Context: an optimization exercise on an open-source flow, tuned for small area, a short achievable clock period and few clock cycles. The choices shown serve that exercise and are no tape-out recipe. RTL that was checked went through simulation tests only; none was proved equivalent to the original. No activity file was given, so power comes from the tool's default toggle rates.

// dcache
module dcache (
    input  logic  CLK,
    input  logic  nRST,
    input  logic  dmem_ren,
    input  logic  dmem_wen,
    input  logic [WORD_W-1:0] dmem_addr,
    input  logic [WORD_W-1:0] dmem_store,
    input  logic  halt,
    output logic [WORD_W-1:0] dmem_load,
    output logic  dhit,
    output logic  flushed,
    output logic  mem_ren,
    output logic  mem_wen,
    output logic [WORD_W-1:0] mem_addr,
    output logic [WORD_W-1:0] mem_store,
    input  logic [WORD_W-1:0] mem_load,
    input  logic  mem_wait
);
Size in the first run: roughly 4300 cells after synthesis, roughly 1600 flip-flops, ~0.067 mm² of cells after synthesis.
clock: 8.0 ns
lec_check: 0
cap_margin: 20
core_margin: 2
core_utilization: 40
setup_slack_margin: 4.4
slew_margin: 20
run.sh (not shown) runs the stock make flow with config.mk's settings and CLKGATE_MAP_FILE= SYNTH_SCRIPT=/design/flow/synth_recipe.tcl, a recipe that flattens the netlist after the stock synthesis.
Change:
--- a/flow/design.v
+++ b/flow/design.v
@@ -97,71 +97,73 @@
     end
     logic victim;
     logic vdirty;
     assign victim = lru[ridx];
     assign vdirty = vdset[ridx];
     logic [LINES-1:0] fdirty;
     logic [3:0]       pe_next;
     logic [3:0]       pe_line;
     logic             any_dirty;
     always_comb begin
         fdirty = dirty;
-        if (st_fwb && fsecond && !mem_wait) fdirty[fline] = 1'b0;
+        if (st_fwb) fdirty[fline] = 1'b0;
         pe_next = '0;
         for (int l = LINES - 1; l >= 0; l--) begin
             if (fdirty[l]) pe_next = 4'(l);
         end
     end
     always_ff @(posedge CLK) begin
         pe_line   <= pe_next;
         any_dirty <= |fdirty;
     end
+    logic fnext;
+    assign fnext = st_fsel || (st_fwb && fsecond);
     logic [IDX_W-1:0] sidx;
     logic             sway;
     logic             rsel;
-    assign sidx = st_fsel ? pe_line[3:1] : (st_fwb ? fline[3:1] : ridx);
-    assign sway = st_fsel ? pe_line[0] : (st_fwb ? fline[0] : (st_idle ? victim : vway));
-    assign rsel = st_fsel ? 1'b0 : (st_fwb ? 1'b1 : (st_idle ? rblk : ~blk_q));
+    assign sidx = fnext ? pe_line[3:1] : (st_fwb ? fline[3:1] : ridx);
+    assign sway = fnext ? pe_line[0] : (st_fwb ? fline[0] : (st_idle ? victim : vway));
+    assign rsel = fnext ? 1'b0 : (st_fwb ? 1'b1 : (st_idle ? rblk : ~blk_q));
     logic [WORD_W-1:0] d0, d1;
     logic [TAG_W-1:0]  t0, t1, wtag;
     assign d0   = data[{sidx, 1'b0}][rsel];
     assign d1   = data[{sidx, 1'b1}][rsel];
     assign t0   = tags[{sidx, 1'b0}];
     assign t1   = tags[{sidx, 1'b1}];
     assign wtag = sway ? t1 : t0;
     logic xfer_done;
     assign xfer_done = !mem_wait && (st_wb1 || st_wb2 || st_f1 || st_f2 || st_fwb);
     logic load_st;
-    assign load_st = st_idle || st_fsel || (!mem_wait && (st_wb1 || (st_fwb && !fsecond)));
+    assign load_st = st_idle || st_fsel || (!mem_wait && (st_wb1 || st_fwb));
     always_ff @(posedge CLK) begin
         if (st_idle) begin
             ldw <= ({WORD_W{way_hit[0]}} & d0) |
                    ({WORD_W{way_hit[1]}} & d1);
         end
         if (load_st) begin
             stw <= sway ? d1 : d0;
         end
     end
     always_ff @(posedge CLK) begin
         if (st_idle) begin
             if (vdirty) maddr <= {wtag, ridx, rblk, 2'b00};
             else        maddr <= {rtag, ridx, ~rblk, 2'b00};
-        end else if (st_fsel) begin
+        end else if (st_fsel || (st_fwb && fsecond && !mem_wait)) begin
             maddr <= {wtag, pe_line[3:1], 1'b0, 2'b00};
         end else if (xfer_done) begin
             if (st_wb2) maddr <= {rtag, ridx, ~blk_q, 2'b00};
             else        maddr[2] <= ~maddr[2];
         end
     end
     assign dhit      = st_hit || (st_f2 && !mem_wait);
-    assign dmem_load = st_f2 ? mem_load : ldw;
+    assign dmem_load = ldw | ({WORD_W{st_f2}} & mem_load);
     assign flushed   = st_done;
     assign mem_wen   = wen_q;
     assign mem_ren   = ren_q;
     assign mem_store = stw;
     assign mem_addr  = maddr;
     logic              fill;
     logic              fword;
     logic [WORD_W-1:0] din [BLOCK_WORDS];
     assign fill   = st_f1 || st_f2;
     assign fword  = blk_q ^ st_f1;
     assign din[0] = (wr_q && !blk_q) ? dmem_store : mem_load;
@@ -181,23 +183,23 @@
     end
     always_ff @(posedge CLK) begin
         if (st_idle) begin
             hway <= way_hit[1];
             vway <= victim;
             for (int s = 0; s < SETS; s++) begin
                 rsel_q[s] <= (ridx == s);
             end
             blk_q <= rblk;
             wr_q  <= dmem_wen;
         end
-        if (st_fsel) begin
+        if (fnext && (st_fsel || !mem_wait)) begin
             fline <= pe_line;
         end
     end
     always_ff @(posedge CLK, negedge nRST) begin
         if (!nRST) begin
             st_idle <= 1'b1;
             st_hit  <= 1'b0;
             st_wb1  <= 1'b0;
             st_wb2  <= 1'b0;
             st_f1   <= 1'b0;
             st_f2   <= 1'b0;
@@ -245,25 +247,27 @@
                     st_f2               <= 1'b0;
                     ren_q               <= 1'b0;
                     st_idle             <= 1'b1;
                     valid[{ridx, vway}] <= 1'b1;
                     dirty[{ridx, vway}] <= wr_q;
                     lru[ridx]           <= ~vway;
                 end
                 if (st_fwb) begin
                     fsecond <= !fsecond;
                     if (fsecond) begin
                         dirty[fline] <= 1'b0;
-                        wen_q        <= 1'b0;
-                        st_fwb       <= 1'b0;
-                        st_fsel      <= 1'b1;
+                        if (!any_dirty) begin
+                            wen_q   <= 1'b0;
+                            st_fwb  <= 1'b0;
+                            st_done <= 1'b1;
+                        end
                     end
                 end
             end
             if (st_fsel) begin
                 fsecond <= 1'b0;
                 st_fsel <= 1'b0;
                 if (any_dirty) begin
                     st_fwb <= 1'b1;
                     wen_q  <= 1'b1;
                 end else begin
                     st_done <= 1'b1;
The changed run completed without violations.
Global-route usage is higher by 2.2 points.
Wire length is higher by about 6%.
Total power rose by about 10%.
Sequential cell count stays the same.
Final area rose by about 1.4%.
Worst setup slack is better by 7.2 ps.
Testbench counts after the change, summed over its fixed seeds: cycles 60,673.
No functional check of the RTL was part of the first run of this note.

-- re-timing with driven ports --
The flow's constraints put no driver on any port. The routed layouts listed below were extracted and timed again, unchanged, in two steps.
Step 1 assumes that a clkbuf_16 drives the clock port and a buf_2 every other input.
Step 2, shift: input delay + t, output delay - t, t = (earliest + latest rising clock arrival at the registers) / 2. This alone moves slack from input paths to output paths.
Three values: ideal, step 1, step 2; two values: the first two.
run | t (ns) | setup slack, ns | worst setup path at the end | clock arrival spread, ns | worst slew at a driven data input, ns
the first run | 0.883 | 4.142 / 4.102 / 3.382 | input to register | 0.060 / 0.060 | 0.17
the second run | 0.894 | 4.150 / 4.089 / 3.467 | input to register | 0.092 / 0.091 | 0.13
After both steps every run listed still meets setup and hold. For the first run, which loses most, drivers alone change the setup slack by -0.040 ns; drivers and shift together by -0.760 ns.
